Background: an optimization exercise with open tools, aiming at small area. Do not read the settings as production practice. In this exercise RTL edits were held to simulation tests only and were not proved equivalent to the original. Power figures rest on the tool's default switching activity, not on a simulated workload.

==> run R: inputs <==
==> flow/design.v <==
package mcdf_fmt_pkg;
  localparam int DATA_WIDE       = 32;
  localparam int CACHE_PTR_WIDE  = 6;
  localparam int FMT_CACHE_DEPTH = 32;
  typedef enum logic [2:0] {
    ST_CHECK0     = 3'd0,
    ST_CHECK      = 3'd1,
    ST_HAND_SHAKE = 3'd2,
    ST_SENT_START = 3'd3,
    ST_DATA_SENT  = 3'd4,
    ST_SENT_END   = 3'd5,
    ST_FLAG_CLR   = 3'd6
  } fmt_state_e;
  function automatic logic [1:0] len_code(input logic [2:0] code);
    case (code)
      3'd0:    len_code = 2'd0;
      3'd1:    len_code = 2'd1;
      3'd2:    len_code = 2'd2;
      default: len_code = 2'd3;
    endcase
  endfunction
endpackage
module fmt_cache
(
  input  logic                                clk,
  input  logic                                i_shift,
  input  logic [mcdf_fmt_pkg::DATA_WIDE-1:0]  i_wdata,
  input  logic [3:0]                          i_tap,     
  output logic [mcdf_fmt_pkg::DATA_WIDE-1:0]  o_rdata
);
  logic [mcdf_fmt_pkg::DATA_WIDE-1:0] r_mem [mcdf_fmt_pkg::FMT_CACHE_DEPTH];
  always_ff @(posedge clk) begin
    if (i_shift) begin
      r_mem[0] <= i_wdata;
      for (int i = 1; i < mcdf_fmt_pkg::FMT_CACHE_DEPTH; i++) r_mem[i] <= r_mem[i-1];
    end
  end
  assign o_rdata = ({mcdf_fmt_pkg::DATA_WIDE{i_tap[0]}} & r_mem[3])
                 | ({mcdf_fmt_pkg::DATA_WIDE{i_tap[1]}} & r_mem[7])
                 | ({mcdf_fmt_pkg::DATA_WIDE{i_tap[2]}} & r_mem[15])
                 | ({mcdf_fmt_pkg::DATA_WIDE{i_tap[3]}} & r_mem[31]);
endmodule
module mcdf_formatter
(
  input  logic                      clk,
  input  logic                      rst_n,
  input  logic [1:0]                fmt_uplink_chid,
  input  logic [2:0]                fmt_fifo0_length,
  input  logic [2:0]                fmt_fifo1_length,
  input  logic [2:0]                fmt_fifo2_length,
  input  logic                      fmt_grant,
  input  logic                      fmt_uplink_valid,
  input  logic [mcdf_fmt_pkg::DATA_WIDE-1:0]      fmt_data_in,
  output logic                      fmt_uplink_ready,
  output logic [1:0]                fmt_chid,
  output logic [mcdf_fmt_pkg::CACHE_PTR_WIDE-1:0] fmt_length,
  output logic                      fmt_req,
  output logic                      fmt_start,
  output logic                      fmt_end,
  output logic [mcdf_fmt_pkg::DATA_WIDE-1:0]      fmt_data
);
  logic       r_check;   
  logic       r_hs;      
  logic       r_ss;      
  logic       r_ds;      
  logic       r_se;      
  logic [4:0] r_cnt;     
  logic [3:0] r_len;     
  logic [1:0] r_chid;    
  logic       w_open;
  logic       w_accept;
  logic       w_last;
  logic       w_send;
  logic       w_show;
  logic       w_shift;
  logic [2:0] w_len_code;
  assign w_open   = (r_cnt != 5'd0);
  assign w_accept = fmt_uplink_valid & r_check & ((fmt_uplink_chid != 2'd0) | w_open);
  always_comb begin
    case (fmt_uplink_chid)
      2'd1:    w_len_code = fmt_fifo0_length;
      2'd2:    w_len_code = fmt_fifo1_length;
      2'd3:    w_len_code = fmt_fifo2_length;
      default: w_len_code = 3'd0;
    endcase
  end
  assign w_last = (r_cnt[1:0] == 2'b11)
                & (r_cnt[2] == ~r_len[0])
                & (r_cnt[3] == (r_len[2] | r_len[3]))
                & (r_cnt[4] == r_len[3]);
  assign w_send  = r_ss | r_ds | r_se;
  assign w_show  = r_hs | w_send;
  assign w_shift = w_accept | r_ss | r_ds;
  fmt_cache u_cache (
    .clk     (clk),
    .i_shift (w_shift),
    .i_wdata (fmt_data_in),
    .i_tap   (r_len & {4{w_send}}),
    .o_rdata (fmt_data)
  );
  always_ff @(posedge clk) begin
    if (r_check & ~w_open) begin
      r_chid <= fmt_uplink_chid;
      r_len  <= 4'b0001 << mcdf_fmt_pkg::len_code(w_len_code);
    end
  end
  always_ff @(posedge clk or posedge rst_n) begin
    if (rst_n) begin
      r_check <= 1'b0;
      r_hs    <= 1'b0;
      r_ss    <= 1'b0;
      r_ds    <= 1'b0;
      r_se    <= 1'b0;
      r_cnt   <= '0;
    end else begin
      r_check <= (r_check & ~(w_accept & w_open & w_last))
               | ~(r_check | r_hs | r_ss | r_ds | r_se);
      r_hs    <= (r_check & w_accept & w_open & w_last) | (r_hs & ~fmt_grant);
      r_ss    <= r_hs & fmt_grant;
      r_ds    <= r_ss | (r_ds & ~w_last);
      r_se    <= r_ds & w_last;
      if (w_accept | r_ss | r_ds) r_cnt <= r_cnt + 5'd1;
      else if (r_hs)              r_cnt <= 5'd1;
      else if (r_se)              r_cnt <= 5'd0;
    end
  end
  assign fmt_uplink_ready = r_check;
  assign fmt_req          = r_hs;
  assign fmt_start        = r_ss;
  assign fmt_end          = r_se;
  assign fmt_chid         = r_chid & {2{w_show}};
  assign fmt_length       = {r_len & {4{w_show}}, 2'b00};
endmodule
==> flow/flow/run.sh <==
#!/bin/bash
# Standard ORFS layout with small port buffers and a clock tree without dummy loads.
set -euo pipefail
bash standard.sh finish \
  "BUFFER_PORTS_ARGS=-buffer_cell sky130_fd_sc_hd__buf_1" \
  "CTS_ARGS=-sink_clustering_enable -repair_clock_nets -dont_use_dummy_load -buf_list sky130_fd_sc_hd__clkbuf_8 -sink_clustering_size 18 -sink_clustering_max_diameter 60" \
  > orfs_flow.log 2>&1
==> flow/standard.sh <==
#!/bin/bash
# synth_recipe.tcl (not shown) runs the flow's synth.tcl, then flattens the netlist and writes it again
# the make line also repeats each setting of config.mk as NAME=value (left out here)
make -C /OpenROAD-flow-scripts/flow DESIGN_CONFIG=/design/flow/config.mk WORK_HOME=/design/flow/orfs CLKGATE_MAP_FILE= SYNTH_SCRIPT=/design/flow/synth_recipe.tcl "${@:-finish}"
==> flow/config.mk <==
export PLATFORM = sky130hd
export DESIGN_NAME = mcdf_formatter
export DESIGN_NICKNAME = mcdf_formatter
export VERILOG_FILES = /design/flow/design.v
export SDC_FILE = /design/flow/constraint.sdc
export NUM_CORES = 4
export LEC_CHECK = 0
export CAP_MARGIN = 0
export CORE_MARGIN = 2
export CORE_UTILIZATION = 65
export GPL_TIMING_DRIVEN = 0
export SLEW_MARGIN = 0
==> flow/constraint.sdc <==
create_clock -name core_clock -period 5.0 [get_ports {clk}]
set_input_delay 1.0000 -clock core_clock [delete_from_list [all_inputs] [get_ports {clk}]]
set_output_delay 1.0000 -clock core_clock [all_outputs]
set_load 0.01 [all_outputs]
==> run D (differences from run R) <==
==> flow/flow/run.sh (replaced) <==
#!/bin/bash
# Standard ORFS layout with three changes: small port buffers (buf_1), a clock tree without
# dummy loads, and, after global placement, the cache's shift-enable net driven by a tree of
# buf_2 cells placed at the centroids of their load clusters (flow/de_tree.py).
set -euo pipefail
R=$PWD/orfs/results/sky130hd/mcdf_formatter/base
ARGS=(
  "BUFFER_PORTS_ARGS=-buffer_cell sky130_fd_sc_hd__buf_1"
  "CTS_ARGS=-sink_clustering_enable -repair_clock_nets -dont_use_dummy_load -buf_list sky130_fd_sc_hd__clkbuf_8 -sink_clustering_size 18 -sink_clustering_max_diameter 60"
)
bash standard.sh "${ARGS[@]}" "$R/3_3_place_gp.odb" > orfs_to_gp.log 2>&1
openroad -python -no_init -exit flow/de_tree.py "$R/3_3_place_gp.odb" "$R/3_3_place_gp.odb" 16 sky130_fd_sc_hd__buf_2 > de_tree.log 2>&1
bash standard.sh "${ARGS[@]}" finish > orfs_finish.log 2>&1
==> flow/flow/de_tree.py (new file) <==
# Rebuild the buffer tree of the net that drives the cache's shift-enable (DE) pins:
# remove existing buffers on it, then drive the DE pins from K buffers placed at the
# centroids of K location clusters (recursive median bisection).
import sys, odb
src, dst, K, cell = sys.argv[1], sys.argv[2], int(sys.argv[3]), sys.argv[4]
db = odb.dbDatabase.create()
odb.read_db(db, src)
block = db.getChip().getBlock()

def is_buf(inst):
    n = inst.getMaster().getName()
    return any(n.startswith('sky130_fd_sc_hd__' + p) for p in ('buf_', 'clkbuf_'))

def driver(net):
    for it in net.getITerms():
        if it.isOutputSignal():
            return it
    return None

de_nets = set()
for inst in block.getInsts():
    if inst.getMaster().getName().startswith('sky130_fd_sc_hd__edfxtp'):
        de_nets.add(inst.findITerm('DE').getNet().getName())
# walk up through buffers to the root net
import collections
roots = collections.Counter(); bufs_of = collections.defaultdict(set)
for inst in block.getInsts():
    if not inst.getMaster().getName().startswith('sky130_fd_sc_hd__edfxtp'):
        continue
    net = inst.findITerm('DE').getNet()
    chain = []
    while True:
        d = driver(net)
        if d is None or not is_buf(d.getInst()) or d.getInst().getName().startswith(('input', 'output')):
            break
        chain.append(d.getInst().getName())
        net = d.getInst().findITerm('A').getNet()
    roots[net.getName()] += 1
    bufs_of[net.getName()].update(chain)
rname = roots.most_common(1)[0][0]
print('roots', roots)
bufs = bufs_of[rname]
root = block.findNet(rname)
# collect all sinks reachable through the buffers
sinks = []
def collect(net):
    for it in list(net.getITerms()):
        if it.isOutputSignal():
            continue
        inst = it.getInst()
        if inst.getName() in bufs:
            collect(inst.findITerm('X').getNet())
        else:
            sinks.append(it)
collect(root)
print('root', root.getName(), 'buffers removed', len(bufs), 'sinks', len(sinks))
for it in sinks:
    it.disconnect()
for b in bufs:
    inst = block.findInst(b)
    nets = [it.getNet() for it in inst.getITerms() if it.getNet() is not None and it.getSigType() not in ('POWER', 'GROUND')]
    odb.dbInst.destroy(inst)
    for n in nets:
        if n.getName() != root.getName() and len(list(n.getITerms())) == 0 and len(list(n.getBTerms())) == 0:
            odb.dbNet.destroy(n)

def loc(it):
    b = it.getInst().getBBox()
    return ((b.xMin() + b.xMax()) // 2, (b.yMin() + b.yMax()) // 2)

groups = [sinks]
while len(groups) < K:
    groups.sort(key=len, reverse=True)
    g = groups.pop(0)
    xs = [loc(i)[0] for i in g]; ys = [loc(i)[1] for i in g]
    axis = 0 if (max(xs) - min(xs)) >= (max(ys) - min(ys)) else 1
    g = sorted(g, key=lambda i: loc(i)[axis])
    h = len(g) // 2
    groups += [g[:h], g[h:]]
master = db.findMaster(cell)
for k, g in enumerate(groups):
    cx = sum(loc(i)[0] for i in g) // len(g); cy = sum(loc(i)[1] for i in g) // len(g)
    inst = odb.dbInst.create(block, master, 'de_buf_%d' % k)
    net = odb.dbNet.create(block, 'de_net_%d' % k)
    inst.findITerm('A').connect(root)
    inst.findITerm('X').connect(net)
    for it in g:
        it.connect(net)
    inst.setLocation(cx, cy)
    inst.setPlacementStatus('PLACED')
    print('group', k, len(g))
odb.write_db(db, dst)
--- a/flow/config.mk
+++ b/flow/config.mk
@@ -8,5 +8,4 @@
 export CAP_MARGIN = 0
 export CORE_MARGIN = 2
 export CORE_UTILIZATION = 65
-export GPL_TIMING_DRIVEN = 0
 export SLEW_MARGIN = 0
==> run Y (differences from run R) <==
--- a/flow/config.mk
+++ b/flow/config.mk
@@ -7,6 +7,6 @@
 export LEC_CHECK = 0
 export CAP_MARGIN = 0
 export CORE_MARGIN = 2
-export CORE_UTILIZATION = 65
-export GPL_TIMING_DRIVEN = 0
+export CORE_UTILIZATION = 80
+export PLACE_DENSITY = 0.85
 export SLEW_MARGIN = 0
==> results.txt <==
Result of the run: run Y did not finish; run D timing/DRC/antenna clean; run R timing/DRC/antenna clean
Failing step: run Y 3_5_place_dp; run D -; run R -
# hold bufs at CTS: run Y -; run D 0; run R 0
Clock buffer count in the final layout: run Y -; run D 68; run R 68
End point of the critical path: run Y -; run D fmt_data[26]; run R u_cache.r_mem[23][13]$_DFFE_PP_
Growth of design area from synthesis to finish: run Y -; run D 7.07%; run R 7.82%
Detail Route met2 WL: run Y -; run D 17.6 mm; run R 17.1 mm
Fraction of area in clock buffers and inverters: run Y -; run D 0.0270; run R 0.0268
Clk pwr: run Y -; run D 3510 uW; run R 3520 uW
Post-route ant nets: run Y -; run D 0; run R 0
Hold violation count in the final report: run Y -; run D 0; run R 0
Group drawing the most power: run Y -; run D registers; run R registers
Critical path depth: run Y -; run D 6; run R 12
Worst min-delay path category: run Y -; run D input pin to asynchronous set/reset pin; run R input pin to asynchronous set/reset pin
Area enclosed by the die boundary: run Y -; run D 51600 sq um; run R 51600 sq um
Gr busiest metal: run Y -; run D met1; run R met1
Number of buffers created by CTS: run Y -; run D 68; run R 68
Vias in the first global route: run Y -; run D 10800; run R 10700
Share of the core filled with cells: run Y -; run D 0.706; run R 0.711
Area-dominant cell class after layout: run Y -; run D sequential cells; run R sequential cells
Die height: run Y 205 um; run D 227 um; run R 227 um

==> port drivers added, routing unchanged <==
No port has a modelled driver above. Below, the same layouts with a new extraction and two added sets of constraints.
Step 1 sets driving cells, clkbuf_16 on the clock port and buf_2 on the other inputs (assumed; they add their load-dependent delay and slew).
Step 2 also shifts input and output timing later by t, the mid clock arrival at the registers, as if the neighbouring blocks saw the same clock.
Three values: no drivers, after step 1, after step 2; two values: the first two.
run | shift t [ns] | setup WS [ns] | worst setup path after step 2 | clock arrival spread, ns | pins driven straight from the clock port
run R | 0.696 | 0.392 / 0.392 / -0.143 | input to register | 0.046 / 0.045 | 1
run D | 0.674 | 0.560 / 0.506 / 1.180 | register to output | 0.066 / 0.066 | 1
With both steps, setup timing fails in run R, where it was met with ideal ports. For run R, which loses most, drivers alone change the setup slack by 0.000 ns; drivers and shift together by -0.535 ns.
